Source: an optimization exercise on an open RTL-to-GDS flow (aim: a short achievable clock period and few clock cycles). Production flows keep margins and buffers that such runs may drop.
Only simulation tests tie the RTL to the original design; equivalence was not proved.
Power figures rest on the tool's default switching activity, not on a simulated workload.

**design.v**
```verilog
`timescale 1ns/100ps
package rv_pkg;
	localparam int BTB_IDX_W = 5;
endpackage
`timescale 1ns/100ps
module rv_core (
	input  logic				i_clk,
	input  logic				i_rstn,
	output logic [32-1:0]	o_imem_addr,
	input  logic [32-1:0]	i_imem_data,
	output logic				o_dmem_re,
	output logic				o_dmem_we,
	output logic [32-1:0]	o_dmem_addr,
	output logic [32-1:0]	o_dmem_wdata,
	input  logic [32-1:0]	i_dmem_rdata,
	output logic				o_retire_valid,
	output logic [32-1:0]	o_retire_pc,
	output logic [4:0]			o_retire_rd,
	output logic				o_retire_we,
	output logic [32-1:0]	o_retire_value
);
	localparam int BI = rv_pkg::BTB_IDX_W;
	localparam int NB = 1 << BI;
	localparam int TW = 8;
	function automatic logic sum_eq(input logic [31:0] a, input logic [31:0] b,
		input logic [31:0] c);
		logic [31:0] cin;
		cin[0] = 1'b0;
		for (int i = 1; i < 32; i++)
			cin[i] = (a[i-1] ^ b[i-1]) ? ~c[i-1] : a[i-1];
		sum_eq = ((a ^ b ^ c) == cin);
	endfunction
	function automatic logic [31:0] ks_add(input logic [31:0] a, input logic [31:0] b,
		input logic cin);
		logic [31:0] g, p, gn, pn, p0;
		p0	= a ^ b;
		g	= a & b;
		p	= p0;
		g[0] = g[0] | (p[0] & cin);
		for (int d = 1; d < 32; d = d * 2) begin
			for (int i = 0; i < 32; i++) begin
				if (i >= d) begin
					gn[i] = g[i] | (p[i] & g[i-d]);
					pn[i] = p[i] & p[i-d];
				end else begin
					gn[i] = g[i];
					pn[i] = p[i];
				end
			end
			g = gn;
			p = pn;
		end
		ks_add = p0 ^ {g[30:0], cin};
	endfunction
	function automatic logic jalr_eq(input logic [31:0] a, input logic [31:0] b,
		input logic [31:0] c);
		logic [31:0] cc;
		cc = {c[31:1], a[0] ^ b[0]};
		jalr_eq = sum_eq(a, b, cc) && !c[0];
	endfunction
	logic [31:0]	pc;
	logic			btb_v	[NB];
	logic [TW-1:0]	btb_tag	[NB];
	logic [31:0]	btb_tgt	[NB];
	logic [1:0]		btb_ctr	[NB];
	logic			btb_ret	[NB];
	logic [31:0]	ras;
	logic			d_valid;
	logic [31:0]	d_ir;
	logic [31:0]	d_pc;
	logic [31:0]	d_pnpc;
	logic			d_bhit;
	logic			d_bret;
	logic [31:0]	d_imm_bj;
	logic			d_pc4_eq, d_imm4;
	logic [1:0]		d_bctr;
	logic			e_valid;
	logic [31:0]	e_pc;
	logic [31:0]	e_pc4;
	logic [31:0]	e_tgt;
	logic [31:0]	e_pnpc;
	logic [31:0]	e_a;
	logic [31:0]	e_b;
	logic [31:0]	e_s;
	logic			e_fa_m, e_fb_m, e_fs_m;
	logic			e_sub;
	logic			e_sel_add, e_sel_and, e_sel_or, e_sel_xor, e_sel_sll, e_sel_sr;
	logic			e_sel_slt, e_sel_link;
	logic			e_sra;
	logic			e_is_br, e_is_jal, e_is_jalr;
	logic [2:0]		e_f3;
	logic			e_we;
	logic [4:0]		e_rd;
	logic			e_load, e_store;
	logic			e_tgt_eq, e_pc4_eq;
	logic			e_br_eq, e_br_lt, e_br_inv, e_cmp_s;
	logic			e_ret, e_call;
	logic			e_bhit;
	logic			e_fixmis;
	logic [1:0]		e_bctr;
	logic			m_valid;
	logic [31:0]	m_pc;
	logic [4:0]		m_rd;
	logic			m_we;
	logic			m_load;
	logic [31:0]	m_value;
	logic			m_re, m_wr;
	logic [31:0]	m_addr, m_wdata;
	logic			m_ctrl, m_br, m_taken, m_ret, m_call, m_bhit;
	logic [1:0]		m_bctr;
	logic [31:0]	m_target;
	logic			w_valid;
	logic [31:0]	w_pc;
	logic [4:0]		w_rd;
	logic			w_we;
	logic			w_load;
	logic [31:0]	w_value;
	logic			r_valid;
	logic [31:0]	r_pc;
	logic [4:0]		r_rd;
	logic			r_we;
	logic [31:0]	r_value;
	logic [31:0]	rf [1:31];
	logic [BI-1:0]	f_idx;
	logic			f_hit;
	logic			f_taken;
	logic [31:0]	f_next;
	assign o_imem_addr	= pc;
	assign f_idx		= pc[BI+1:2];
	logic [NB-1:0]	f_hitv, f_takev;
	always_comb begin
		for (int i = 0; i < NB; i++) begin
			f_hitv[i]	= btb_v[i] && btb_tag[i] == pc[BI+2+TW-1:BI+2];
			f_takev[i]	= f_hitv[i] && (btb_ret[i] || btb_ctr[i][1]);
		end
	end
	assign f_hit		= f_hitv[f_idx];
	assign f_taken		= f_takev[f_idx];
	assign f_next		= !f_taken ? pc + 32'd4 : btb_ret[f_idx] ? ras : btb_tgt[f_idx];
	logic [31:0]	f_imm_bj;
	logic			f_imm4;
	assign f_imm_bj	= i_imem_data[3] ?
		{{12{i_imem_data[31]}}, i_imem_data[19:12], i_imem_data[20],
			i_imem_data[30:21], 1'b0} :
		{{20{i_imem_data[31]}}, i_imem_data[7], i_imem_data[30:25],
			i_imem_data[11:8], 1'b0};
	assign f_imm4	= f_imm_bj == 32'd4;
	logic [6:0]		d_opc;
	logic [2:0]		d_f3;
	logic [4:0]		d_rs1, d_rs2, d_rd;
	logic			d_op, d_opimm, d_lui, d_auipc, d_ld, d_st, d_br, d_jal, d_jalr;
	logic			d_lw, d_sw;
	logic [31:0]	d_imm_i, d_imm_s, d_imm_u, d_imm;
	logic [31:0]	d_tgt, d_pc4;
	logic			d_to_tgt, d_to_pc4, d_to_ras;
	logic			d_tgt_eq;
	logic			d_redirect;
	logic [31:0]	d_rtarget;
	logic			d_use1, d_use2;
	logic			d_stall;
	logic			d_wreg;
	logic [31:0]	d_rv1, d_rv2;
	logic [31:0]	wb_value;
	assign d_opc	= d_ir[6:0];
	assign d_f3		= d_ir[14:12];
	assign d_rs1	= d_ir[19:15];
	assign d_rs2	= d_ir[24:20];
	assign d_rd		= d_ir[11:7];
	assign d_op		= d_opc == 7'b0110011;
	assign d_opimm	= d_opc == 7'b0010011;
	assign d_lui	= d_opc == 7'b0110111;
	assign d_auipc	= d_opc == 7'b0010111;
	assign d_ld		= d_opc == 7'b0000011;
	assign d_st		= d_opc == 7'b0100011;
	assign d_br		= d_opc == 7'b1100011;
	assign d_jal	= d_opc == 7'b1101111;
	assign d_jalr	= d_opc == 7'b1100111;
	assign d_lw		= d_ld && d_f3 == 3'b010;
	assign d_sw		= d_st && d_f3 == 3'b010;
	assign d_imm_i	= {{20{d_ir[31]}}, d_ir[31:20]};
	assign d_imm_s	= {{20{d_ir[31]}}, d_ir[31:25], d_ir[11:7]};
	assign d_imm_u	= {d_ir[31:12], 12'b0};
	assign d_imm	= (d_lui || d_auipc) ? d_imm_u : d_st ? d_imm_s : d_imm_i;
	assign d_tgt	= d_pc + d_imm_bj;
	assign d_pc4	= d_pc + 32'd4;
	assign d_tgt_eq	= sum_eq(d_pc, d_imm_bj, d_pnpc);
	always_comb begin
		d_to_tgt = 1'b0;
		d_to_pc4 = 1'b0;
		d_to_ras = 1'b0;
		if (d_jal) begin
			d_to_tgt = d_pc4_eq;
		end else if (d_br) begin
			d_to_tgt = d_pc4_eq && d_ir[31];
		end else if (d_jalr) begin
			d_to_ras = d_rs1 == 5'd1 && d_rd == 5'd0 && !(d_bhit && d_bret);
		end else begin
			d_to_pc4 = !d_pc4_eq;
		end
	end
	assign d_use1	= d_op || d_opimm || d_ld || d_st || d_br || d_jalr;
	assign d_use2	= d_op || d_st || d_br;
	assign d_stall	= d_valid && (
		(e_valid && e_load && e_we &&
			((d_use1 && e_rd == d_rs1) || (d_use2 && e_rd == d_rs2))) ||
		(m_load && m_we &&
			((d_use1 && m_rd == d_rs1) || (d_use2 && m_rd == d_rs2))));
	assign d_wreg	= (d_op || d_opimm || d_lui || d_auipc || d_lw || d_jal || d_jalr) &&
		d_rd != 5'd0;
	assign wb_value	= w_load ? i_dmem_rdata : w_value;
	assign d_rv1	= (d_rs1 == 5'd0) ? 32'd0 :
		(m_we && m_rd == d_rs1) ? m_value :
		(w_we && w_rd == d_rs1) ? wb_value : rf[d_rs1];
	assign d_rv2	= (d_rs2 == 5'd0) ? 32'd0 :
		(m_we && m_rd == d_rs2) ? m_value :
		(w_we && w_rd == d_rs2) ? wb_value : rf[d_rs2];
	logic [31:0]	x_a, x_b, x_s, x_bi;
	logic [31:0]	x_sum;
	logic			x_lt, x_eq, x_cond, x_taken, x_mis;
	logic [31:0]	x_sr, x_sl, x_res;
	logic			e_redirect;
	logic			m_redirect;
	assign x_a	= e_fa_m ? m_value : e_a;
	assign x_b	= e_fb_m ? m_value : e_b;
	assign x_s	= e_fs_m ? m_value : e_s;
	assign x_bi		= x_b ^ {32{e_sub}};
	assign x_sum	= ks_add(x_a, x_bi, e_sub);
	assign x_lt		= {x_a[31] ^ e_cmp_s, x_a[30:0]} < {x_b[31] ^ e_cmp_s, x_b[30:0]};
	assign x_eq		= x_a == x_b;
	assign x_sl		= x_a << x_b[4:0];
	assign x_sr		= 32'($signed({e_sra && x_a[31], x_a}) >>> x_b[4:0]);
	logic [31:0]	x_oth;
	assign x_res = e_sel_add ? x_sum[31:0] : x_oth;
	assign x_oth =
		({32{e_sel_and}}	& (x_a & x_b))	|
		({32{e_sel_or}}		& (x_a | x_b))	|
		({32{e_sel_xor}}	& (x_a ^ x_b))	|
		({32{e_sel_sll}}	& x_sl)			|
		({32{e_sel_sr}}		& x_sr)			|
		{31'd0, e_sel_slt && x_lt} |
		({32{e_sel_link}}	& e_pc4);
	assign x_cond = ((e_br_eq && x_eq) || (e_br_lt && x_lt)) ^ e_br_inv;
	logic			x_jmis;
	logic [31:0]	x_dtarget;
	assign x_taken		= e_is_br ? x_cond : (e_is_jal || e_is_jalr);
	assign x_mis		= e_is_br ? (x_cond ? !e_tgt_eq : !e_pc4_eq) : e_fixmis;
	assign x_dtarget	= (e_is_br ? x_cond : e_is_jal) ? e_tgt : e_pc4;
	assign x_jmis		= e_is_jalr && !jalr_eq(x_a, x_b, e_pnpc);
	assign e_redirect = e_valid && !m_redirect && x_mis;
	assign d_redirect = d_valid && !d_stall && (d_to_tgt || d_to_pc4 || d_to_ras);
	assign d_rtarget  = d_to_tgt ? d_tgt : d_to_ras ? ras : d_pc4;
	logic			any_redirect;
	logic [31:0]	redirect_pc;
	assign any_redirect	= m_redirect || e_redirect || d_redirect;
	assign redirect_pc	= m_redirect ? m_target : e_redirect ? x_dtarget : d_rtarget;
	always_ff @(posedge i_clk) begin
		if (!i_rstn) begin
			pc		<= 32'h0000_0000;
			d_valid	<= 1'b0;
		end else if (any_redirect || !d_stall) begin
			pc		<= any_redirect ? redirect_pc : f_next;
			d_valid	<= !any_redirect;
		end
	end
	always_ff @(posedge i_clk) begin
		if (!d_stall) begin
			d_ir	<= i_imem_data;
			d_pc	<= pc;
			d_pnpc	<= f_next;
			d_bhit	<= f_hit;
			d_bret	<= btb_ret[f_idx];
			d_bctr	<= btb_ctr[f_idx];
			d_imm_bj	<= f_imm_bj;
			d_imm4		<= f_imm4;
			d_pc4_eq	<= !f_taken;
		end
	end
	always_ff @(posedge i_clk) begin
		if (!i_rstn)
			e_valid <= 1'b0;
		else
			e_valid <= d_valid && !d_stall && !e_redirect && !m_redirect;
	end
	always_ff @(posedge i_clk) begin
		e_pc		<= d_pc;
		e_pc4		<= d_pc4;
		e_tgt		<= d_tgt;
		e_pnpc		<= d_to_ras ? ras : d_pnpc;
		e_a			<= d_auipc ? d_pc : d_lui ? 32'd0 : d_rv1;
		e_b			<= (d_op || d_br) ? d_rv2 : d_imm;
		e_s			<= d_rv2;
		e_fa_m		<= !d_auipc && !d_lui && e_valid && e_we && e_rd == d_rs1;
		e_fb_m		<= (d_op || d_br) && e_valid && e_we && e_rd == d_rs2;
		e_fs_m		<= e_valid && e_we && e_rd == d_rs2;
		e_sub		<= d_op && d_ir[30] && d_f3 == 3'b000;
		e_br_eq		<= d_f3[2:1] == 2'b00;
		e_br_lt		<= d_f3[2];
		e_br_inv	<= d_f3[0] && (d_f3[2] || !d_f3[1]);
		e_cmp_s		<= d_br ? !d_f3[1] : !d_f3[0];
		e_sel_add	<= ((d_op || d_opimm) && d_f3 == 3'b000) || d_lui || d_auipc ||
			d_ld || d_st;
		e_sel_and	<= (d_op || d_opimm) && d_f3 == 3'b111;
		e_sel_or	<= (d_op || d_opimm) && d_f3 == 3'b110;
		e_sel_xor	<= (d_op || d_opimm) && d_f3 == 3'b100;
		e_sel_sll	<= (d_op || d_opimm) && d_f3 == 3'b001;
		e_sel_sr	<= (d_op || d_opimm) && d_f3 == 3'b101;
		e_sel_slt	<= (d_op || d_opimm) && d_f3[2:1] == 2'b01;
		e_sel_link	<= d_jal || d_jalr;
		e_sra		<= d_ir[30];
		e_is_br		<= d_br;
		e_is_jal	<= d_jal;
		e_is_jalr	<= d_jalr;
		e_f3		<= d_f3;
		e_we		<= d_wreg;
		e_rd		<= d_rd;
		e_load		<= d_lw;
		e_store		<= d_sw;
		e_tgt_eq	<= d_to_tgt || (d_to_pc4 ? d_imm4 : d_tgt_eq);
		e_fixmis	<= d_jal ? !(d_to_tgt || d_tgt_eq) :
			!d_jalr && !d_br && !(d_to_pc4 || d_pc4_eq);
		e_pc4_eq	<= d_to_pc4 || (d_to_tgt ? d_imm4 : d_pc4_eq);
		e_ret		<= d_jalr && d_rs1 == 5'd1 && d_rd == 5'd0;
		e_call		<= (d_jal || d_jalr) && d_rd == 5'd1;
		e_bhit		<= d_bhit;
		e_bctr		<= d_bctr;
	end
	always_ff @(posedge i_clk) begin
		if (!i_rstn) begin
			m_valid	<= 1'b0;
			m_redirect	<= 1'b0;
			m_re	<= 1'b0;
			m_wr	<= 1'b0;
			m_ctrl	<= 1'b0;
			m_we	<= 1'b0;
			m_load	<= 1'b0;
		end else begin
			m_valid	<= e_valid && !m_redirect;
			m_redirect	<= e_valid && !m_redirect && x_jmis;
			m_re	<= e_valid && !m_redirect && e_load;
			m_wr	<= e_valid && !m_redirect && e_store;
			m_ctrl	<= e_valid && !m_redirect && (e_is_br || e_is_jal || e_is_jalr);
			m_we	<= e_valid && !m_redirect && e_we;
			m_load	<= e_valid && !m_redirect && e_load;
		end
		m_pc		<= e_pc;
		m_rd		<= e_rd;
		m_value		<= x_res;
		m_addr		<= x_sum[31:0];
		m_wdata		<= x_s;
		m_br		<= e_is_br;
		m_taken		<= x_taken;
		m_target	<= e_is_jalr ? {x_sum[31:1], 1'b0} : e_tgt;
		m_ret		<= e_ret;
		m_call		<= e_call;
		m_bhit		<= e_bhit;
		m_bctr		<= e_bctr;
	end
	assign o_dmem_re	= m_re;
	assign o_dmem_we	= m_wr;
	assign o_dmem_addr	= m_addr;
	assign o_dmem_wdata	= m_wdata;
	logic [BI-1:0]	m_idx;
	assign m_idx = m_pc[BI+1:2];
	always_ff @(posedge i_clk) begin
		if (!i_rstn) begin
			for (int i = 0; i < NB; i++)
				btb_v[i] <= 1'b0;
		end else if (m_ctrl && m_taken) begin
			btb_v[m_idx] <= 1'b1;
		end
	end
	always_ff @(posedge i_clk) begin
		if (m_ctrl) begin
			if (m_taken) begin
				btb_tag[m_idx]	<= m_pc[BI+2+TW-1:BI+2];
				btb_tgt[m_idx]	<= m_target;
				btb_ret[m_idx]	<= m_ret;
				btb_ctr[m_idx]	<= !m_br ? 2'd3 : !m_bhit ? 2'd2 :
					(m_bctr == 2'd3 ? 2'd3 : m_bctr + 2'd1);
			end else if (m_bhit) begin
				btb_ctr[m_idx]	<= m_bctr == 2'd0 ? 2'd0 : m_bctr - 2'd1;
			end
		end
	end
	always_ff @(posedge i_clk) begin
		if (!i_rstn)
			ras <= 32'd0;
		else if (m_ctrl && m_call)
			ras <= m_value;
	end
	always_ff @(posedge i_clk) begin
		if (!i_rstn) begin
			w_valid	<= 1'b0;
			w_we	<= 1'b0;
			w_load	<= 1'b0;
		end else begin
			w_valid	<= m_valid;
			w_we	<= m_we;
			w_load	<= m_load;
		end
		w_pc	<= m_pc;
		w_rd	<= m_rd;
		w_value	<= m_value;
	end
	always_ff @(posedge i_clk) begin
		if (w_we)
			rf[w_rd] <= wb_value;
	end
	always_ff @(posedge i_clk) begin
		if (!i_rstn)
			r_valid	<= 1'b0;
		else
			r_valid	<= w_valid;
		r_pc	<= w_pc;
		r_rd	<= w_rd;
		r_we	<= w_we;
		r_value	<= w_we ? wb_value : 32'd0;
	end
	assign o_retire_valid	= r_valid;
	assign o_retire_pc		= r_pc;
	assign o_retire_rd		= r_rd;
	assign o_retire_we		= r_we;
	assign o_retire_value	= r_value;
endmodule
```
**flow/run.sh**
```bash
#!/bin/bash
# Standard layout, with timing repair aimed well below the clock period
# (the constraints are the design's; only the repair margin is larger).
set -euo pipefail
cd "$(dirname "$0")/.."
bash standard.sh SETUP_SLACK_MARGIN=6.5 finish > make_flow.log 2>&1
```
**standard.sh**
```bash
#!/bin/bash
# synth_recipe.tcl (not shown) runs the flow's synth.tcl, then flattens the netlist and writes it again
# the make line also repeats each setting of config.mk as NAME=value (left out here)
make -C /OpenROAD-flow-scripts/flow DESIGN_CONFIG=/design/flow/config.mk WORK_HOME=/design/flow/orfs CLKGATE_MAP_FILE= SYNTH_SCRIPT=/design/flow/synth_recipe.tcl "${@:-finish}"
```
**config.mk**
```make
export PLATFORM = sky130hd
export DESIGN_NAME = rv_core
export DESIGN_NICKNAME = rv_core
export VERILOG_FILES = /design/flow/design.v
export SDC_FILE = /design/flow/constraint.sdc
export NUM_CORES = 4
export LEC_CHECK = 0
export ABC_CLOCK_PERIOD_IN_PS = 3000
export CAP_MARGIN = 20
export CORE_MARGIN = 2
export CORE_UTILIZATION = 60
export SLEW_MARGIN = 20
```
**constraint.sdc**
```tcl
create_clock -name core_clock -period 10.0 [get_ports {i_clk}]
set_input_delay 2.0000 -clock core_clock [delete_from_list [all_inputs] [get_ports {i_clk}]]
set_output_delay 2.0000 -clock core_clock [all_outputs]
set_load 0.01 [all_outputs]
```
==> summary.txt, run 1 <==
Status
  • Run status: timing/DRC/antenna clean

Layout
  • Design area: 164000 sq um
  • P&R area growth vs syn: 17.7%
  • Number of nets in the layout: ~10000
  • Layout cells sized above 1: 0.276
  • Filler cells: 14700
  • Fin util: 0.711
  • Finished Layout Cells: 13100

Logic synthesis
  • EDFF count, synth: 2483
  • Seq/Total Area, Yosys: 0.636
  • Netlist cell types: 100
  • Yosys top cell by area: edfxtp_1
  • Count leader, synth: edfxtp_1
  • Avg Synthesized Cell Area: approximately 15 sq um
  • Syn nets: 9453
  • Yosys Warn Count: 1
  • Synth Instances: 9224
  • Dominant synthesized flop cell: edfxtp_1
  • Post-synth top area share: 0.536
  • Largest cells by area after synthesis: edfxtp_1, mux4_2, dfxtp_1
  • Synth top cells by count: edfxtp_1, mux4_2, dfxtp_1, nand2_1, nor2_1
  • Mapped cell area: 139000 sq um
  • Register bit total from synthesis: around 3200
  • Asr flop ratio synth: 0

Place
  • Dpl cells: 12100
  • Pre-CTS setup slack: 4.02 ns
  • Port Buf Inserts: 234
  • Placed inst area: 146000 sq um
  • Final HPWL DP: a little under 300000 um
  • Final Wtd Congestion: 1.04

STA
  • Setup TNS: 0 ns
  • WHS: 0.312 ns
  • Final Max Slew Viols: 0
  • RSZ-0062 raised after global routing: yes
  • Post-route minimum period: 4.17 ns
  • Max_slew headroom: 0.154
  • Final worst slack: 5.83 ns
  • Crit share post-route: 0.417
  • Worst-Margin Slew: ~1.3 ns
  • Clk_skew: 0.0880 ns
  • Endpoints failing hold: 0
  • Fmax: 0.240 GHz
  • Endpoints failing setup: 0

Critical path
  • WS Path Type: flop to flop
  • Critical Path Max Stage Delay: between 0.7 and 0.8 ns
  • Reg2reg path depth: 15
  • Crit path DAT: 4.99 ns
  • R2R Path Start: m_value[16]$_DFF_P_
  • Max Fanout on Critical Path: 9
  • Worst path slowest cell: dfxtp_1
  • Crit path cell chain: mux2_2 -> inv_1 -> ha_1 -> nor4_2 -> nand4_1 -> buf_4 -> nor3_4 -> a31oi_4 -> buf_12 -> mux2i_4 -> o31a_4 -> o211ai_1 -> buf_4 -> a211o_1 -> nand3_1
  • Worst path top cell family by delay: compound AO/OA/AOI/OAI gates
  • WP data required: 10.82 ns
  • Startpoint Class: flop
  • Crit end category: flop
  • R2r endpoint: pc[5]$_SDFFE_PN0P_
  • WP buf/inv: 4
  • Most frequent CP cell: buf_4
  • Worst reg2reg setup slack: between 5 and 6 ns

Route
  • Via count: 92600
  • DRC viols: 0
  • Vias/cell: 7.06
  • Avg WL per Cell: between 30 and 40 um
  • 1st-pass router iterations: 8
  • Final ANT Viol Nets: 0
  • 1st-iter DRT viols: 15000
  • Final wirelength: 500000 um

Global routing
  • GRT overflow: 0
  • Global-route wire length before repair: between 600000 and 700000 um
  • Largest net degree at the start of global routing: between 100 and 150
  • Total GRT Usage: 0.418
  • Initial antenna violation count: 43
  • Via count of the first global-routing pass: 88000

Worst hold path
  • Worst Hold Class: flop to flop
  • Hold path endpoint: m_pc[27]$_DFF_P_
  • Hold Startpoint: e_pc[27]$_DFF_P_
  • Worst hold path cell count: 0

Floorplanning
  • Initial Util: 0.604
  • Std-Cell Rows: between 150 and 200
  • Die Span X: ~500 um
  • Chip height: roughly 490 um
  • Top-Level Pins: about 240
  • Full die area: 236000 sq um
  • Core ar.: 230000 sq um

Clock network
  • Sink Count: ~3200
  • Hold buffers post-CTS: 0
  • CTS clk-pin slew, worst paths: 0.06 ns
  • Insertion delay to the later sink of the worst-skew pair: 0.98 ns
  • Clock root cell: clkbuf_16
  • H-tree depth: 5
  • Longest Clk Path Bufs: 4
  • CTS tree: built
  • TritonCTS Buffers: 334

Power
  • Total Power: 38.7 mW
  • Reg power frac: 0.429
  • Comb pwr share: 0.257
  • Max IR drop VDD: approximately 0.00025 V
  • LEAKAGE: 57.3 nW
  • Reported net switching power: 12.3 mW
  • Power per cell area: 236 nW/um^2
  • Clock network power share: 0.314
  • Switch share: 0.318
  • P_int: 26.4 mW

Flow run
  • Maxcap violations: 0
what timing repair did:
item	in CTS	in global routing
endpoints found under the hold margin	0	0
pin swaps	110	68
setup buffers	241	77
gates resized for setup	1290	252
gates cloned	39	9
setup endpoints to repair	481	231
cells by family after synthesis:
family / count (synthesis) / share of synthesized area
AO/OA/AOI/OAI: 1385 / 0.0645
XOR/XNOR: 526 / 0.0332
multiplexers: 1388 / 0.170
AND/OR/NAND/NOR: 1843 / 0.0598
flip-flops: 3174 / 0.636
adder cells (fa/ha/maj): 163 / 0.0148
buffers and inverters: 745 / 0.0227
routing by layer:
metal,routed length [um],track usage
met1,178000,0.578
met2,216000,0.598
met3,70600,0.122
met4,35600,0.238
met5,196,0
state kept, by name, summed over array words and instances, names as in the netlist, 64 cells and up, named ones only:
signal and cells:
btb_ctr 64, btb_tgt 1024, btb_tag 256, rf 992
final cells by class:
cell class	count	area [sq um]	share of cell area
Timing Repair Buffer	837	8630	0.0527
Clock inverter	160	1460	0.00893
Inverter	154	593	0.00362
Antenna cell	16	40.0	0.000245
Tap cell	3026	3790	0.0231
Multi-Input combinational cell	5315	51500	0.315
Sequential cell	3174	88600	0.541
Clock buffer	429	9090	0.0555
placed cells by master, fill, tap and decap left out, drive strengths merged, types with 230 or more instances in the layout:
cell	n
mux4	760
nor2	615
buf	712
dfxtp	691
nand2	629
xor2	296
mux2i	486
a21oi	421
clkbuf	441
edfxtp	2483
xnor2	230
o21ai	347
worst reg2reg max path, delay by kind of cell, from the launching register on:
| kind | cells | cell delay, ns |
|---|---|---|
| mux | 2 | 0.63 |
| fa+ha+maj | 1 | 0.37 |
| flops | 1 | 0.76 |
| simple gates | 4 | 0.68 |
| compound gates | 4 | 0.90 |
| buf+inv | 4 | 0.72 |
power groups by stage:
stage	sequential [mW]	combinational [mW]	clock (mW)
after global routing	16.6	10.3	12.7
after detailed placement	16.9	8.15	0
after floorplan	16.6	4.85	0
final	16.6	9.96	12.2
after global placement	16.9	8.04	0
after CTS	16.5	9.31	12.2
how the worst max path moves through the flow:
stage / cells after the start / startpoint / end / slack, ns
2_1_floorplan: 17 / e_fb_m$_DFF_P_ / pc[30]$_SDFFE_PN0P_ / 6.22
3_3_place_gp: 14 / e_fb_m$_DFF_P_ / pc[5]$_SDFFE_PN0P_ / 4.10
3_5_place_dp: 15 / e_fb_m$_DFF_P_ / flop / 4.02
4_1_cts: 18 / e_fb_m$_DFF_P_ / m_target[30]$_DFF_P_ / 6.01
5_1_grt: 19 / e_fb_m$_DFF_P_ / m_target[24]$_DFF_P_ / 5.77
6_report: 15 / m_value[16]$_DFF_P_ / pc[5]$_SDFFE_PN0P_ / 5.83
Testbench counts, summed over its fixed seeds: cycles 186,142.
==> run 2, diff against run 1 <==
--- a/design.v
+++ b/design.v
@@ -83,5 +83,4 @@
 	logic [31:0]	e_b;
 	logic [31:0]	e_s;
-	logic			e_fa_m, e_fb_m, e_fs_m;
 	logic			e_sub;
 	logic			e_sel_add, e_sel_and, e_sel_or, e_sel_xor, e_sel_sll, e_sel_sr;
@@ -206,4 +205,8 @@
 		(m_load && m_we &&
 			((d_use1 && m_rd == d_rs1) || (d_use2 && m_rd == d_rs2))));
+	logic			d_fa, d_fb, d_fs;
+	assign d_fs		= e_valid && e_we && e_rd == d_rs2;
+	assign d_fa		= !d_auipc && !d_lui && e_valid && e_we && e_rd == d_rs1;
+	assign d_fb		= (d_op || d_br) && d_fs;
 	assign d_wreg	= (d_op || d_opimm || d_lui || d_auipc || d_lw || d_jal || d_jalr) &&
 		d_rd != 5'd0;
@@ -221,7 +224,7 @@
 	logic			e_redirect;
 	logic			m_redirect;
-	assign x_a	= e_fa_m ? m_value : e_a;
-	assign x_b	= e_fb_m ? m_value : e_b;
-	assign x_s	= e_fs_m ? m_value : e_s;
+	assign x_a	= e_a;
+	assign x_b	= e_b;
+	assign x_s	= e_s;
 	assign x_bi		= x_b ^ {32{e_sub}};
 	assign x_sum	= ks_add(x_a, x_bi, e_sub);
@@ -287,10 +290,7 @@
 		e_tgt		<= d_tgt;
 		e_pnpc		<= d_to_ras ? ras : d_pnpc;
-		e_a			<= d_auipc ? d_pc : d_lui ? 32'd0 : d_rv1;
-		e_b			<= (d_op || d_br) ? d_rv2 : d_imm;
-		e_s			<= d_rv2;
-		e_fa_m		<= !d_auipc && !d_lui && e_valid && e_we && e_rd == d_rs1;
-		e_fb_m		<= (d_op || d_br) && e_valid && e_we && e_rd == d_rs2;
-		e_fs_m		<= e_valid && e_we && e_rd == d_rs2;
+		e_a			<= d_fa ? x_res : d_auipc ? d_pc : d_lui ? 32'd0 : d_rv1;
+		e_b			<= d_fb ? x_res : (d_op || d_br) ? d_rv2 : d_imm;
+		e_s			<= d_fs ? x_res : d_rv2;
 		e_sub		<= d_op && d_ir[30] && d_f3 == 3'b000;
 		e_br_eq		<= d_f3[2:1] == 2'b00;
==> summary.txt, run 2 <==
Layout
  • P&R area growth vs syn: 18.6%
  • Most frequent cells in the layout: edfxtp_1, mux4_2, nor2_1, nand2_1, dfxtp_1
  • Commonest non-fill, non-tap cell in the layout: edfxtp_1
  • Largest regs: btb_tgt (1024), rf (992), btb_tag (256)
  • Number of flip-flops in the largest register: 1024 (unchanged)
  • Most flop-heavy register: btb_tgt
  • Layout cells sized above 1: 0.308 (+0.0319)
  • Number of nets in the layout: 9899 (-1.5%)

STA
  • Crit share post-route: 0.374 (-0.0425)
  • Endpoints failing hold: 0 (unchanged)
  • Final Max Slew Viols: 0 (unchanged)
  • Endpoints failing setup: 0 (unchanged)
  • Worst-Margin Slew: 1.26 ns (-0.00783 ns)
  • RSZ-0062 raised after global routing: yes
  • Post-route minimum period: 3.74 ns (-0.425 ns)
  • Setup TNS: 0 ns (unchanged)
  • Fmax: 0.267 GHz (+11%)
  • Max_slew headroom: 0.153 (-0.00125)
  • Clk_skew: 0.0958 ns (+0.00786 ns)

Clock network
  • CTS clk-pin slew, worst paths: 0.06 ns (about the same)
  • Hold buffers post-CTS: 0 (unchanged)
  • Longest Clk Path Bufs: 4 (unchanged)
  • Insertion delay to the later sink of the worst-skew pair: 0.99 ns (about the same)
  • H-tree depth: 5 (unchanged)
  • CTS tree: built
  • TritonCTS Buffers: 335 (+0.30%)
  • Sink Count: 3171 (-0.095%)
  • Clock root cell: clkbuf_16

Logic synthesis
  • Netlist cell types: 100 (unchanged)
  • Avg Synthesized Cell Area: 15.5 sq um (+2.7%)
  • Synth top cells by count: edfxtp_1, mux4_2, dfxtp_1, nor2_1, nand2_1
  • Yosys top cell by area: edfxtp_1
  • Count leader, synth: edfxtp_1
  • Mapped cell area: 140000 sq um (+0.46%)
  • Register bit total from synthesis: 3171 (-0.095%)
  • Largest cells by area after synthesis: edfxtp_1, mux4_2, dfxtp_1
  • Yosys Warn Count: 1 (unchanged)
  • Dominant synthesized flop cell: edfxtp_1
  • Synth Instances: 9026 (-2.1%)
  • Seq/Total Area, Yosys: 0.632 (-0.00333)
  • Asr flop ratio synth: 0 (unchanged)
  • Syn nets: 9254 (-2.1%)
  • Post-synth top area share: 0.534 (-0.00245)
  • EDFF count, synth: 2483 (unchanged)

Global routing
  • Global-route wire length before repair: 694000 um (+1.3%)
  • Total GRT Usage: 0.425 (+0.00690)
  • Largest net degree at the start of global routing: 117 (-0.85%)
  • Via count of the first global-routing pass: 88500 (+0.55%)
  • GRT overflow: 0 (unchanged)
  • Initial antenna violation count: 36 (-16%)

Floorplanning
  • Die Span X: 487 um (+0.23%)
  • Full die area: 237000 sq um (+0.45%)
  • Core ar.: 232000 sq um (+0.76%)
  • Std-Cell Rows: 177 (+0.57%)
  • Top-Level Pins: 235 (unchanged)
  • Chip height: 487 um (+0.23%)
  • Initial Util: 0.602 (-0.00181)

Route
  • Metal1 wirelength: 181000 um (+1.2%)
  • Final ANT Viol Nets: 0 (unchanged)
  • Met2 WL: 226000 um (+4.8%)
  • Final wirelength: 517000 um (+3.4%)
  • DR WL met3: 74000 um (+4.9%)
  • DR top layer: met5
  • DRC viols: 0 (unchanged)
  • Vias/cell: 7.20 (+1.9%)
  • 1st-pass router iterations: 7 (-1)
  • 1st-iter DRT viols: 15300 (+1.9%)
  • Avg WL per Cell: 39.8 um (+4.4%)
  • Via count: 93400 (+0.89%)

Power
  • LEAKAGE: 57.1 nW (-0.33%)
  • Total Power: 39.4 mW (+1.7%)
  • Max IR drop VDD: 0.000230 V (-9.6%)
  • Power per cell area: 238 nW/um^2 (+0.47%)

Critical path
  • Critical Path Max Stage Delay: 0.38 ns (-0.38 ns)
  • Max Fanout on Critical Path: 3 (-6)
  • Worst path slowest cell: dfxtp_4
  • WS Path Type: flop to output pin
  • Crit end category: output pin
  • Crit path DAT: 1.74 ns (-3.25 ns)
  • WP data required: 8.00 ns (-2.82 ns)
  • Startpoint Class: flop
  • Crit path cell chain: buf_12 -> buf_16 -> buf_6

Place
  • Final HPWL DP: 300000 um (+2.6%)
  • Port Buf Inserts: 234 (unchanged)
  • Final Wtd Congestion: 1.05 (+1.3%)

Status
  • Run status: timing/DRC/antenna clean

Flow run
  • Maxcap violations: 0 (unchanged)

Worst hold path
  • Worst Hold Class: flop to flop
==> run 2: changes by cell type in the layout (fill, tap and decap cells not counted), moves of 30 or more <==
cell | previous run | this run
mux4_2 | 760 | 945
mux2i_1 | 394 | 221
a221oi_1 | 99 | 26
nor2_1 | 509 | 578
nand2_1 | 623 | 557
dfxtp_1 | 598 | 533
buf_4 | 405 | 455
o21ai_0 | 307 | 258
xor2_1 | 288 | 242
dfxtp_4 | 49 | 92
xnor2_1 | 209 | 245
buf_6 | 90 | 60
==> run 2: final timing paths <==
path / from / end / slack, ns / depth (start not counted)
max: pc[12]$_SDFFE_PN0P_ / o_imem_addr[12] / 6.26 / 3
min: m_pc[24]$_DFF_P_ / w_pc[24]$_DFF_P_ / 0.32 / 0
max reg2reg: e_sel_sll$_DFF_P_ / e_b[0]$_DFF_P_ / 6.30 / 9
min reg2reg: m_pc[24]$_DFF_P_ / w_pc[24]$_DFF_P_ / 0.32 / 0
==> run 2: layout make-up <==
| class | instances | area (sq um) |
|---|---|---|
| sequential | 3171 | 88800 |
| fill | 14800 | 66400 |
| multi-input combinational | 5149 | 52600 |
| clock buffer | 425 | 9150 |
| timing repair buffer | 870 | 9040 |
| tap | 3043 | 3810 |
| clock inverter | 168 | 1750 |
| inverter | 144 | 567 |
| antenna | 13 | 32.5 |
==> run 2: timing repair <==
action / CTS / global route
resized for setup: 1297 / 442
setup endpoints to repair: 681 / 357
buffers inserted: 223 / 151
pin swaps: 66 / 163
cloned: 37 / 23
==> run 2: critical path: cells and delay by family, from the launching register on <==
family                 cells  cell delay [ns]
buffers and inverters      3             0.42
DFF                        1             0.38
==> run 2: cell families (layout without fill, tap and decap cells) <==
logic type | after synthesis | after routing | share of synthesized area
DFF | 3171 | 3171 | 0.632
AOI/OAI and AO/OA | 1231 | 1234 | 0.0552
xor gates and xnor gates | 531 | 531 | 0.0333
buffers and inverters | 722 | 1607 | 0.0221
other | 0 | 13 | 0
muxes | 1340 | 1341 | 0.182
adders and majority gates | 162 | 162 | 0.0146
and+or+nand+nor | 1869 | 1881 | 0.0610
==> run 2: where the power goes <==
part	switching, mW	internal (mW)
registers	1.58	15.7
clock network	5.21	7.34
logic	5.50	4.07
==> run 2: metal layers <==
metal / track usage / vias to the layer above
met5: 0 / -
met4: 0.240 / 26
met3: 0.123 / 1614
met2: 0.615 / 7697
met1: 0.584 / 47600
li1: - / 36600
==> run 2: per-stage QoR <==
stage | instances | hold slack [ns] | area [sq um] | utilization | worst slack, ns
finish | 13000 | 0.316 | 166000 | 0.714 | 6.26
global placement | 11900 | 0.310 | 146000 | 0.628 | 4.38
CTS | 12800 | 0.321 | 162000 | 0.697 | 6.23
floorplan | 9026 | 0.310 | 140000 | - | 6.25
global route | 13000 | 0.320 | 166000 | 0.714 | 6.25
detailed placement | 11900 | 0.312 | 146000 | 0.628 | 4.21
Testbench counts of run 2, summed over its fixed seeds: cycles 186,142.
==> run 3, diff against run 2 <==
--- a/design.v
+++ b/design.v
@@ -290,7 +290,9 @@
 		e_tgt		<= d_tgt;
 		e_pnpc		<= d_to_ras ? ras : d_pnpc;
-		e_a			<= d_fa ? x_res : d_auipc ? d_pc : d_lui ? 32'd0 : d_rv1;
-		e_b			<= d_fb ? x_res : (d_op || d_br) ? d_rv2 : d_imm;
-		e_s			<= d_fs ? x_res : d_rv2;
+		e_a			<= (d_fa && e_sel_add) ? x_sum : d_fa ? x_oth :
+			d_auipc ? d_pc : d_lui ? 32'd0 : d_rv1;
+		e_b			<= (d_fb && e_sel_add) ? x_sum : d_fb ? x_oth :
+			(d_op || d_br) ? d_rv2 : d_imm;
+		e_s			<= (d_fs && e_sel_add) ? x_sum : d_fs ? x_oth : d_rv2;
 		e_sub		<= d_op && d_ir[30] && d_f3 == 3'b000;
 		e_br_eq		<= d_f3[2:1] == 2'b00;
==> summary.txt, run 3 <==
STA
  • Endpoints failing setup: 0 (unchanged)
  • Max_slew headroom: 0.155 (+0.00213)
  • Endpoints failing hold: 0 (unchanged)
  • Crit share post-route: 0.366 (-0.00848)
  • Worst-Margin Slew: 1.27 ns (+0.00650 ns)
  • Post-route minimum period: 3.66 ns (-0.0848 ns)
  • Fmax: 0.273 GHz (+2.3%)
  • Setup TNS: 0 ns (unchanged)
  • Clk_skew: 0.0786 ns (-0.0172 ns)
  • Final Max Slew Viols: 0 (unchanged)
  • RSZ-0062 raised after global routing: yes

Layout
  • Largest regs: btb_tgt (1024), rf (992), btb_tag (256)
  • Commonest non-fill, non-tap cell in the layout: edfxtp_1
  • Most flop-heavy register: btb_tgt
  • Most frequent cells in the layout: edfxtp_1, mux4_2, nand2_1, dfxtp_1, nor2_1
  • Number of flip-flops in the largest register: 1024 (unchanged)
  • Filler cells: 14700 (-0.61%)
  • Number of nets in the layout: 9560 (-3.4%)
  • Finished Layout Cells: 12600 (-2.7%)
  • P&R area growth vs syn: 17.6%
  • Design area: 163000 sq um (-1.6%)
  • Layout cells sized above 1: 0.299 (-0.00874)

Floorplanning
  • Chip height: 485 um (-0.37%)
  • Top-Level Pins: 235 (unchanged)
  • Core ar.: 230000 sq um (-0.94%)
  • Std-Cell Rows: 176 (-0.56%)
  • Die Span X: 485 um (-0.37%)
  • Initial Util: 0.603 (+0.00124)
  • Full die area: 235000 sq um (-0.73%)

Logic synthesis
  • Synth top cells by count: edfxtp_1, mux4_2, dfxtp_1, nand2_1, nor2_1
  • Syn nets: 8982 (-2.9%)
  • Largest cells by area after synthesis: edfxtp_1, mux4_2, dfxtp_1
  • EDFF count, synth: 2483 (unchanged)
  • Yosys Warn Count: 1 (unchanged)
  • Post-synth top area share: 0.538 (+0.00398)
  • Dominant synthesized flop cell: edfxtp_1
  • Avg Synthesized Cell Area: 15.8 sq um (+2.3%)
  • Netlist cell types: 103 (+3.0%)
  • Yosys top cell by area: edfxtp_1
  • Synth Instances: 8754 (-3.0%)
  • Register bit total from synthesis: 3171 (unchanged)
  • Asr flop ratio synth: 0 (unchanged)
  • Mapped cell area: 139000 sq um (-0.74%)
  • Seq/Total Area, Yosys: 0.637 (+0.00472)
  • Count leader, synth: edfxtp_1

Power
  • Power per cell area: 236 nW/um^2 (-0.73%)
  • LEAKAGE: 56.9 nW (-0.28%)
  • Max IR drop VDD: 0.000206 V (-11%)

Critical path
  • Worst path slowest cell: or3_4
  • Startpoint Class: flop
  • Critical Path Max Stage Delay: 0.47 ns (+0.09 ns)
  • Crit path DAT: 4.53 ns (+2.79 ns)
  • WS Path Type: flop to flop
  • Crit path cell chain: inv_4 -> ha_4 -> nor4_4 -> nand2_2 -> a21oi_4 -> nor4_4 -> buf_6 -> a41o_4 -> o311a_4 -> or3_4 -> a311oi_4 -> a221oi_4 -> o22ai_1
  • Reg2reg path depth: 13 (+4)
  • Crit end category: flop
  • Max Fanout on Critical Path: 7 (+4)
  • Most frequent CP cell: nor4_4
  • Number of cells on the critical path: 13 (+10)
  • Worst path top cell family by delay: compound AO/OA/AOI/OAI gates
  • WP data required: 10.87 ns (+2.87 ns)
  • WP buf/inv: 2 (-1)

Route
  • Vias/cell: 7.09 (-1.5%)
  • 1st-iter DRT viols: 14300 (-6.6%)
  • Avg WL per Cell: 38.1 um (-4.3%)
  • 1st-pass router iterations: 8 (+1)
  • Via count: 89600 (-4.1%)
  • Final ANT Viol Nets: 0 (unchanged)
  • Final wirelength: 482000 um (-6.9%)
  • DRC viols: 0 (unchanged)

Global routing
  • Via count of the first global-routing pass: 86200 (-2.5%)
  • GRT overflow: 0 (unchanged)
  • Global-route wire length before repair: 662000 um (-4.6%)
  • Total GRT Usage: 0.404 (-0.0209)
  • Initial antenna violation count: 43 (+19%)
  • Largest net degree at the start of global routing: 137 (+17%)

Clock network
  • Sink Count: 3171 (unchanged)
  • TritonCTS Buffers: 337 (+0.60%)
  • Insertion delay to the later sink of the worst-skew pair: 1.01 ns (+0.02 ns)
  • CTS clk-pin slew, worst paths: 0.07 ns (about the same)
  • Clock root cell: clkbuf_16
  • Longest Clk Path Bufs: 4 (unchanged)
  • CTS tree: built
  • H-tree depth: 5 (unchanged)

Place
  • Final HPWL DP: 281000 um (-6.3%)
  • Final Wtd Congestion: 1.05 (about the same)
  • Port Buf Inserts: 234 (unchanged)
  • Dpl cells: 11700 (-2.4%)
  • Placed inst area: 145000 sq um (-0.71%)

Worst hold path
  • Worst Hold Class: flop to flop
  • Worst hold path cell count: 0 (unchanged)

Flow run
  • Maxcap violations: 0 (unchanged)

Status
  • Run status: timing/DRC/antenna clean
run 3: cell types whose count changed in the layout (fill, tap and decap cells not counted), moves of 20 or more:
cell / change
nor2_1: -123
xor2_1: +75
buf_4: -73
a21oi_1: -64
xnor2_1: -62
a211oi_1: -45
nand2_1: +39
mux4_2: +33
nand3_1: -27
o21ai_0: +26
a22oi_1: -21
clkbuf_1: +21
dfxtp_1: +20
inv_1: +20
run 3: report_power, final:
group	leakage [nW]	total [mW]	switching (mW)	internal, mW
Clock	5.26	12.3	5.13	7.19
Combinational	22.9	9.30	5.25	4.05
Sequential	28.7	16.8	1.34	15.5
Total	56.9	38.5	11.7	26.8
run 3: stage by stage:
stage / hold WS [ns] / total power, mW / setup WS, ns / utilization
after global placement: 0.310 / 24.5 / 4.65 / 0.630
after global routing: 0.319 / 39.4 / 6.32 / 0.709
final: 0.305 / 38.5 / 6.34 / 0.710
after floorplan: 0.310 / 21.4 / 6.51 / -
after CTS: 0.304 / 37.9 / 6.36 / 0.700
after detailed placement: 0.312 / 24.6 / 4.58 / 0.630
run 3: what timing repair did:
item | 4_1_cts | 5_1_grt
hold buffers | 0 | 0
buffers inserted | 243 | 73
pin swaps | 70 | 91
endpoints found under the setup margin | 804 | 344
cloned | 35 | 10
gates resized for setup | 1255 | 273
run 3: final cells by class:
class / instances / area [sq um] / share of cell area
sequential: 3171 / 88700 / 0.544
antenna: 23 / 57.6 / 0.000353
timing repair buffer: 789 / 8320 / 0.0510
inverter: 172 / 709 / 0.00435
multi-input combinational: 4861 / 50800 / 0.311
clock buffer: 451 / 9300 / 0.0570
clock inverter: 141 / 1440 / 0.00884
tap: 3026 / 3790 / 0.0232
run 3: routing by layer:
metal  up-vias  GRT usage  part of all wire
met3      1434      0.103              0.13
met4        20      0.220             0.066
met1     45900      0.559              0.36
li1      35400          -                 -
met2      6813      0.595              0.44
met5         -          0           0.00030
run 3: cell families after synthesis:
logic type | after synthesis | share of synthesized area
AND/OR/NAND/NOR | 1692 | 0.0556
flip-flops | 3171 | 0.637
multiplexers | 1354 | 0.187
adder cells (fa/ha/maj) | 162 | 0.0147
AO/OA/AOI/OAI | 1127 | 0.0510
buffers and inverters | 724 | 0.0214
XOR/XNOR | 524 | 0.0331
run 3: worst register-to-register path: cells and delay by family (launching register included):
kind / cells / cell delay (ns)
buf+inv: 2 / 0.22
flops: 1 / 0.45
compound gates: 6 / 1.46
fa+ha+maj: 1 / 0.27
simple gates: 4 / 1.14
run 3: worst paths after layout:
kind	startpoint	to	slack (ns)
hold / removal	e_pc[22]$_DFF_P_	m_pc[22]$_DFF_P_	0.31
setup reg to reg	e_b[31]$_DFF_P_	flop	6.34
setup / recovery	e_b[31]$_DFF_P_	flop	6.34
hold reg to reg	e_pc[22]$_DFF_P_	m_pc[22]$_DFF_P_	0.31
Testbench counts of run 3, summed over its fixed seeds: cycles 186,142.
==> run 4, diff against run 3 <==
--- a/config.mk
+++ b/config.mk
@@ -6,5 +6,5 @@
 export NUM_CORES = 4
 export LEC_CHECK = 0
-export ABC_CLOCK_PERIOD_IN_PS = 3000
+export ABC_CLOCK_PERIOD_IN_PS = 2500
 export CAP_MARGIN = 20
 export CORE_MARGIN = 2
==> summary.txt, run 4 <==
Logic synthesis
  • Seq/Total Area, Yosys: 0.637 (unchanged)
  • Netlist cell types: 103 (unchanged)
  • Syn nets: 8982 (unchanged)
  • Avg Synthesized Cell Area: 15.8 sq um (unchanged)
  • Post-synth top area share: 0.538 (unchanged)
  • Synth top cells by count: edfxtp_1, mux4_2, dfxtp_1, nand2_1, nor2_1
  • Synth Instances: 8754 (unchanged)
  • EDFF count, synth: 2483 (unchanged)
  • Dominant synthesized flop cell: edfxtp_1
  • Asr flop ratio synth: 0 (unchanged)
  • Register bit total from synthesis: 3171 (unchanged)
  • Mapped cell area: 139000 sq um (unchanged)
  • Largest cells by area after synthesis: edfxtp_1, mux4_2, dfxtp_1
  • Yosys top cell by area: edfxtp_1
  • Yosys Warn Count: 1 (unchanged)
  • Count leader, synth: edfxtp_1

STA
  • Endpoints failing setup: 0 (unchanged)
  • Worst-Margin Slew: 1.27 ns (unchanged)
  • RSZ-0062 raised after global routing: yes
  • Crit share post-route: 0.366 (unchanged)
  • Final Max Slew Viols: 0 (unchanged)
  • Post-route minimum period: 3.66 ns (unchanged)
  • Max_slew headroom: 0.155 (unchanged)
  • Endpoints failing hold: 0 (unchanged)
  • Fmax: 0.273 GHz (unchanged)
  • WHS: 0.305 ns (unchanged)
  • Clk_skew: 0.0786 ns (unchanged)
  • Setup TNS: 0 ns (unchanged)

Power
  • Reported net switching power: 11.7 mW (unchanged)
  • Power per cell area: 236 nW/um^2 (unchanged)
  • Comb pwr share: 0.242 (about the same)
  • P_int: 26.8 mW (unchanged)
  • Reg power frac: 0.438 (about the same)
  • LEAKAGE: 56.9 nW (unchanged)
  • Clock network power share: 0.320 (about the same)
  • Switch share: 0.305 (unchanged)
  • Max IR drop VDD: 0.000206 V (unchanged)

Clock network
  • Clock root cell: clkbuf_16
  • CTS clk-pin slew, worst paths: 0.07 ns (about the same)
  • TritonCTS Buffers: 337 (unchanged)
  • CTS tree: built
  • Insertion delay to the later sink of the worst-skew pair: 1.01 ns (about the same)
  • H-tree depth: 5 (unchanged)
  • Longest Clk Path Bufs: 4 (unchanged)
  • Hold buffers post-CTS: 0 (unchanged)
  • Sink Count: 3171 (unchanged)

Layout
  • Largest regs: btb_tgt (1024), rf (992), btb_tag (256)
  • Commonest non-fill, non-tap cell in the layout: edfxtp_1
  • Most flop-heavy register: btb_tgt
  • Most frequent cells in the layout: edfxtp_1, mux4_2, nand2_1, dfxtp_1, nor2_1
  • P&R area growth vs syn: 17.6% (unchanged)
  • Number of nets in the layout: 9560 (unchanged)
  • Filler cells: 14700 (unchanged)
  • Number of flip-flops in the largest register: 1024 (unchanged)
  • Area occupied by multi-input gates: 50800 sq um (unchanged)
  • Finished Layout Cells: 12600 (unchanged)
  • Register Area: 88700 sq um (unchanged)
  • Layout cells sized above 1: 0.299 (unchanged)

Global routing
  • Largest net degree at the start of global routing: 137 (unchanged)
  • Via count of the first global-routing pass: 86200 (unchanged)
  • GRT overflow: 0 (unchanged)
  • Global-route wire length before repair: 662000 um (unchanged)
  • Total GRT Usage: 0.404 (unchanged)
  • Initial antenna violation count: 43 (unchanged)

Place
  • Dpl cells: 11700 (unchanged)
  • Port Buf Inserts: 234 (unchanged)
  • Final HPWL DP: 281000 um (unchanged)
  • Final Wtd Congestion: 1.05 (unchanged)

Critical path
  • WS Path Type: flop to flop
  • Crit path DAT: 4.53 ns (about the same)
  • WP data required: 10.87 ns (about the same)
  • Reg2reg path depth: 13 (unchanged)
  • Crit end category: flop
  • Worst reg2reg setup slack: 6.34 ns (about the same)
  • R2R Path Start: e_b[31]$_DFF_P_
  • Max Fanout on Critical Path: 7 (unchanged)
  • Startpoint Class: flop

Route
  • 1st-iter DRT viols: 14300 (unchanged)
  • Via count: 89600 (unchanged)
  • Vias/cell: 7.09 (unchanged)
  • DRC viols: 0 (unchanged)
  • Final wirelength: 482000 um (unchanged)
  • 1st-pass router iterations: 8 (unchanged)
  • Avg WL per Cell: 38.1 um (unchanged)
  • Final ANT Viol Nets: 0 (unchanged)

Floorplanning
  • Die Span X: 485 um (unchanged)
  • Initial Util: 0.603 (unchanged)
  • Core ar.: 230000 sq um (unchanged)
  • Chip height: 485 um (unchanged)
  • Full die area: 235000 sq um (unchanged)
  • Top-Level Pins: 235 (unchanged)
  • Std-Cell Rows: 176 (unchanged)

Worst hold path
  • Hold Startpoint: e_pc[22]$_DFF_P_
  • Hold path endpoint: m_pc[22]$_DFF_P_
  • Worst Hold Class: flop to flop
  • Worst hold path cell count: 0 (unchanged)

Status
  • Run status: timing/DRC/antenna clean

Flow run
  • Maxcap violations: 0 (unchanged)
[run 4: logic make-up after synthesis]
logic type | Yosys count | synth area share
xor gates and xnor gates | 524 | 0.0331
DFF | 3171 | 0.637
muxes | 1354 | 0.187
adders and majority gates | 162 | 0.0147
and+or+nand+nor | 1692 | 0.0556
AOI/OAI and AO/OA | 1127 | 0.0510
buffers and inverters | 724 | 0.0214
[run 4: critical path, cell delays in order (launching register included)]
cell,delay (ns)
dfxtp_4,0.45
inv_4,0.05
ha_4,0.27
nor4_4,0.43
nand2_2,0.18
a21oi_4,0.23
nor4_4,0.05
buf_6,0.17
a41o_4,0.26
o311a_4,0.38
or3_4,0.47
a311oi_4,0.29
a221oi_4,0.07
o22ai_1,0.21
[run 4: worst max path at each step]
stage | from | slack (ns) | endpoint | depth (start not counted)
6_report | e_b[31]$_DFF_P_ | 6.34 | flop | 13
5_1_grt | e_b[31]$_DFF_P_ | 6.32 | flop | 14
4_1_cts | pc[10]$_SDFFE_PN0P_ | 6.36 | pc[1]$_SDFFE_PN0P_ | 15
3_5_place_dp | e_b[1]$_DFF_P_ | 4.58 | pc[27]$_SDFFE_PN0P_ | 12
3_3_place_gp | e_b[3]$_DFF_P_ | 4.65 | e_b[28]$_DFF_P_ | 13
2_1_floorplan | e_b[1]$_DFF_P_ | 6.51 | e_s[28]$_DFF_P_ | 16
[run 4: area by class of cell]
type	instances	area share
Antenna cell	23	0.000353
Multi-Input combinational cell	4861	0.311
Timing Repair Buffer	789	0.0510
Inverter	172	0.00435
Clock inverter	141	0.00884
Clock buffer	451	0.0570
Tap cell	3026	0.0232
Sequential cell	3171	0.544
[run 4: per-layer routing]
layer,vias to the layer above,track usage,share of wire
met3,1434,0.103,0.13
li1,35400,-,-
met4,20,0.220,0.066
met5,-,0,0.00030
met2,6813,0.595,0.44
met1,45900,0.559,0.36
[run 4: stage by stage]
stage	instance area (sq um)	worst slack [ns]	utilization	power [mW]
finish	163000	6.34	0.710	38.5
global route	163000	6.32	0.709	39.4
CTS	161000	6.36	0.700	37.9
detailed placement	145000	4.58	0.630	24.6
global placement	145000	4.65	0.630	24.5
floorplan	139000	6.51	-	21.4
[run 4: power groups by stage]
stage | clock (mW) | combinational (mW) | sequential (mW)
2_1_floorplan | 0 | 4.97 | 16.4
3_3_place_gp | 0 | 7.31 | 17.2
3_5_place_dp | 0 | 7.37 | 17.2
4_1_cts | 12.4 | 8.69 | 16.8
5_1_grt | 12.9 | 9.60 | 16.9
6_report | 12.3 | 9.30 | 16.8
[run 4: repair_timing]
| item | in CTS | in global routing |
|---|---|---|
| setup endpoints to repair | 804 | 344 |
| pin swaps | 70 | 91 |
| setup buffers | 243 | 73 |
| resized for setup | 1255 | 273 |
| cloned | 35 | 10 |
==> run 5, diff against run 4 <==
--- a/config.mk
+++ b/config.mk
@@ -6,7 +6,7 @@
 export NUM_CORES = 4
 export LEC_CHECK = 0
-export ABC_CLOCK_PERIOD_IN_PS = 2500
+export ABC_CLOCK_PERIOD_IN_PS = 3000
 export CAP_MARGIN = 20
 export CORE_MARGIN = 2
-export CORE_UTILIZATION = 60
+export CORE_UTILIZATION = 55
 export SLEW_MARGIN = 20
==> summary.txt, run 5 <==
Route
  • Final ANT Viol Nets: 0 (unchanged)
  • Via count: 90100 (+0.60%)
  • Avg WL per Cell: 38.6 um (+1.4%)
  • 1st-pass router iterations: 6 (-2)
  • DRC viols: 0 (unchanged)
  • 1st-iter DRT viols: 13600 (-5.2%)
  • Final wirelength: 506000 um (+5.0%)
  • Vias/cell: 6.89 (-2.9%)

Floorplanning
  • Top-Level Pins: 235 (unchanged)
  • Chip height: 506 um (+4.4%)
  • Std-Cell Rows: 184 (+4.5%)
  • Full die area: 256000 sq um (+9.0%)
  • Initial Util: 0.552 (-0.0511)
  • Die Span X: 506 um (+4.4%)
  • Core ar.: 251000 sq um (+9.3%)

Global routing
  • Initial antenna violation count: 34 (-21%)
  • Global-route wire length before repair: 687000 um (+3.7%)
  • Via count of the first global-routing pass: 85200 (-1.2%)
  • Largest net degree at the start of global routing: 69 (-50%)
  • GRT overflow: 0 (unchanged)
  • Total GRT Usage: 0.387 (-0.0169)

Flow run
  • Maxcap violations: 0 (unchanged)

STA
  • Max_slew headroom: 0.147 (-0.00830)
  • Final Max Slew Viols: 0 (unchanged)
  • Fmax: 0.268 GHz (-1.8%)
  • Crit share post-route: 0.373 (+0.00661)
  • Post-route minimum period: 3.73 ns (+0.0661 ns)
  • Endpoints failing hold: 0 (unchanged)
  • Worst-Margin Slew: 1.28 ns (+0.0125 ns)
  • Endpoints failing setup: 0 (unchanged)
  • RSZ-0062 raised after global routing: yes
  • Setup TNS: 0 ns (unchanged)
  • Clk_skew: 0.0996 ns (+0.0210 ns)

Clock network
  • CTS clk-pin slew, worst paths: 0.06 ns (about the same)
  • Hold buffers post-CTS: 0 (unchanged)
  • CTS tree: built
  • Clock root cell: clkbuf_16
  • TritonCTS Buffers: 341 (+1.2%)
  • Longest Clk Path Bufs: 4 (unchanged)
  • H-tree depth: 5 (unchanged)
  • Sink Count: 3171 (unchanged)
  • Insertion delay to the later sink of the worst-skew pair: 1.00 ns (about the same)

Critical path
  • Crit path cell chain: buf_12 -> mux2_4 -> fa_2 -> a211oi_4 -> o211ai_1 -> a41o_2 -> a311o_1 -> o21ai_4 -> o21ai_4 -> nor4_4 -> a311oi_2 -> buf_6 -> o22ai_4 -> mux2i_2
  • R2r endpoint: e_s[28]$_DFF_P_
  • R2R Path Start: e_sub$_DFF_P_
  • Reg2reg path depth: 14 (+1)
  • Max Fanout on Critical Path: 4 (-3)
  • Crit end category: flop
  • Crit path DAT: 4.53 ns (about the same)
  • Startpoint Class: flop
  • Worst path slowest cell: fa_2
  • Most frequent CP cell: o21ai_4
  • WS Path Type: flop to flop
  • WP data required: 10.81 ns (-0.06 ns)
  • Worst reg2reg setup slack: 6.27 ns (-0.07 ns)
  • Critical Path Max Stage Delay: 0.40 ns (-0.07 ns)

Power
  • Comb pwr share: 0.253 (+0.011)
  • LEAKAGE: 57.9 nW (+1.7%)
  • Reg power frac: 0.425 (-0.013)
  • Reported net switching power: 12.2 mW (+4.0%)
  • P_int: 27.5 mW (+2.8%)
  • Clock network power share: 0.322 (+0.002)
  • Power per cell area: 239 nW/um^2 (+1.5%)
  • Max IR drop VDD: 0.000195 V (-5.6%)
  • Switch share: 0.307 (+0.00257)

Layout
  • Number of flip-flops in the largest register: 1024 (unchanged)
  • Most flop-heavy register: btb_tgt
  • Commonest non-fill, non-tap cell in the layout: edfxtp_1
  • Most frequent cells in the layout: edfxtp_1, mux4_2, nand2_1, dfxtp_1, buf_4
  • Fin util: 0.660 (-0.0493)
  • Largest regs: btb_tgt (1024), rf (992), btb_tag (256)
  • Layout cells sized above 1: 0.321 (+0.0216)
  • Number of nets in the layout: 9680 (+1.3%)
  • P&R area growth vs syn: 19.6%

Logic synthesis
  • Asr flop ratio synth: 0 (unchanged)
  • Largest cells by area after synthesis: edfxtp_1, mux4_2, dfxtp_1
  • Synth Instances: 8754 (unchanged)
  • Netlist cell types: 103 (unchanged)
  • Post-synthesis mux area share: 0.187 (unchanged)
  • Yosys Warn Count: 1 (unchanged)
  • Area fraction in compound gates after synthesis: 0.0510 (unchanged)
  • Syn nets: 8982 (unchanged)
  • XOR/XNOR Fraction of Synth Area: 0.0331 (unchanged)
  • Area share of fa/ha/maj cells after synthesis: 0.0147 (unchanged)
  • Avg Synthesized Cell Area: 15.8 sq um (unchanged)
  • Mapped cell area: 139000 sq um (unchanged)
  • Seq/Total Area, Yosys: 0.637 (unchanged)
  • Post-synth top area share: 0.538 (unchanged)
  • Register bit total from synthesis: 3171 (unchanged)
  • Dominant synthesized flop cell: edfxtp_1
  • EDFF count, synth: 2483 (unchanged)
  • Largest family of logic cells by synthesized area: multiplexers
  • Post-synthesis simple-gate area fraction: 0.0556 (unchanged)
  • Count leader, synth: edfxtp_1
  • Yosys top cell by area: edfxtp_1
  • Synth top cells by count: edfxtp_1, mux4_2, dfxtp_1, nand2_1, nor2_1

Place
  • Final HPWL DP: 296000 um (+5.4%)
  • Port Buf Inserts: 234 (unchanged)
  • Final Wtd Congestion: 0.989 (-6.0%)

Worst hold path
  • Hold path endpoint: r_pc[9]$_DFF_P_
  • Hold Startpoint: w_pc[9]$_DFF_P_
  • Worst Hold Class: flop to flop
  • Worst hold path cell count: 0 (unchanged)

Status
  • Run status: timing/DRC/antenna clean
-- run 5: cell types whose count changed in the layout (fill, tap and decap cells not counted), moves of 12 or more --
cell	previous run	this run
a21oi_1	288	276
a21oi_2	26	38
buf_12	58	72
buf_16	29	47
buf_2	102	119
buf_4	382	456
buf_6	52	70
dfxtp_1	553	541
ha_1	122	109
-- run 5: how the worst max path moves through the flow --
| stage | startpoint | to | slack [ns] | cells past startpoint |
|---|---|---|---|---|
| floorplan | e_b[1]$_DFF_P_ | e_s[28]$_DFF_P_ | 6.51 | 16 |
| global placement | e_sub$_DFF_P_ | e_s[28]$_DFF_P_ | 4.83 | 12 |
| detailed placement | e_a[30]$_DFF_P_ | pc[3]$_SDFFE_PN0P_ | 4.88 | 13 |
| CTS | e_sub$_DFF_P_ | e_s[28]$_DFF_P_ | 6.25 | 14 |
| global route | e_sub$_DFF_P_ | e_s[28]$_DFF_P_ | 6.22 | 14 |
| finish | e_sub$_DFF_P_ | e_s[28]$_DFF_P_ | 6.27 | 14 |
-- run 5: kinds of logic (layout without fill, tap and decap cells) --
group                    count (synthesis)  after routing
AND/OR/NAND/NOR                       1692           1695
buffers and inverters                  724           1686
XOR/XNOR                               524            524
adder cells (fa/ha/maj)                162            162
multiplexers                          1354           1354
AO/OA/AOI/OAI                         1127           1127
other                                    0             20
flip-flops                            3171           3171
-- run 5: layout make-up --
class / instances / area [sq um]
sequential: 3171 / 88700
tap: 3348 / 4190
timing repair inverter: 1 / 20.0
multi-input combinational: 4862 / 51300
clock inverter: 153 / 1740
antenna: 20 / 50.0
timing repair buffer: 903 / 9600
inverter: 172 / 721
fill: 17300 / 85300
clock buffer: 457 / 9470
-- run 5: worst max-delay path: cells and delay by family (launching register included) --
| kind | cells | cell delay (ns) |
|---|---|---|
| AO/OA/AOI/OAI | 8 | 1.91 |
| multiplexers | 2 | 0.46 |
| adder cells (fa/ha/maj) | 1 | 0.40 |
| flip-flops | 1 | 0.35 |
| buffers and inverters | 2 | 0.29 |
| AND/OR/NAND/NOR | 1 | 0.16 |
-- run 5: through the flow --
stage	cell area (sq um)	cells	worst slack (ns)	total power [mW]	hold slack, ns
final	166000	13100	6.27	39.7	0.320
after global routing	166000	13100	6.22	40.6	0.326
after CTS	163000	13000	6.25	39.0	0.323
after detailed placement	145000	12000	4.88	24.8	0.312
after global placement	145000	12000	4.83	24.7	0.310
after floorplan	139000	8754	6.51	21.4	0.310
-- run 5: repair_timing --
item	in CTS	in global routing
setup endpoints to repair	1031	230
cloned	43	12
gates resized for setup	1408	344
pin swaps	95	112
buffers inserted	301	99
-- run 5: power by group through the flow --
stage	clock [mW]	combinational, mW	sequential [mW]
CTS	12.9	9.25	16.8
detailed placement	0	7.58	17.2
floorplan	0	4.97	16.4
global placement	0	7.52	17.2
finish	12.8	10.0	16.9
global route	13.4	10.4	16.9
-- run 5: per-layer routing --
layer  up-vias  wire length, um  GRT usage
met3      1229            57000     0.0818
met1     47000           191000      0.547
met4        28            31400      0.195
met5         -              199          0
li1      35700                -          -
met2      6179           226000      0.575

[re-timing with driven ports]
The results above use ideal ports. As a check the final layouts listed here were re-extracted and re-timed, cells and wires unchanged.
Step 1 assumes that a clkbuf_16 drives the clock port and a buf_2 every other input.
Step 2, shift: input delay + t, output delay - t, t = (earliest + latest rising clock arrival at the registers) / 2. This alone moves slack from input paths to output paths.
Slacks: ideal / step 1 / step 2; pairs: ideal / step 1.
| run | shift t [ns] | setup WS [ns] | worst setup path after step 2 | slew at the worst register clock pin (ns) |
|---|---|---|---|---|
| run 1 | 1.040 | 5.831 / 5.831 / 5.523 | input to register | 0.07 / 0.07 |
| run 2 | 1.052 | 6.256 / 6.142 / 5.467 | input to register | 0.07 / 0.07 |
| run 3 | 1.046 | 6.341 / 6.279 / 5.420 | input to register | 0.07 / 0.07 |
| run 4 | 1.046 | 6.341 / 6.279 / 5.420 | input to register | 0.07 / 0.07 |
| run 5 | 1.054 | 6.275 / 6.194 / 5.367 | input to register | 0.07 / 0.07 |
After both steps every run listed still meets setup and hold.
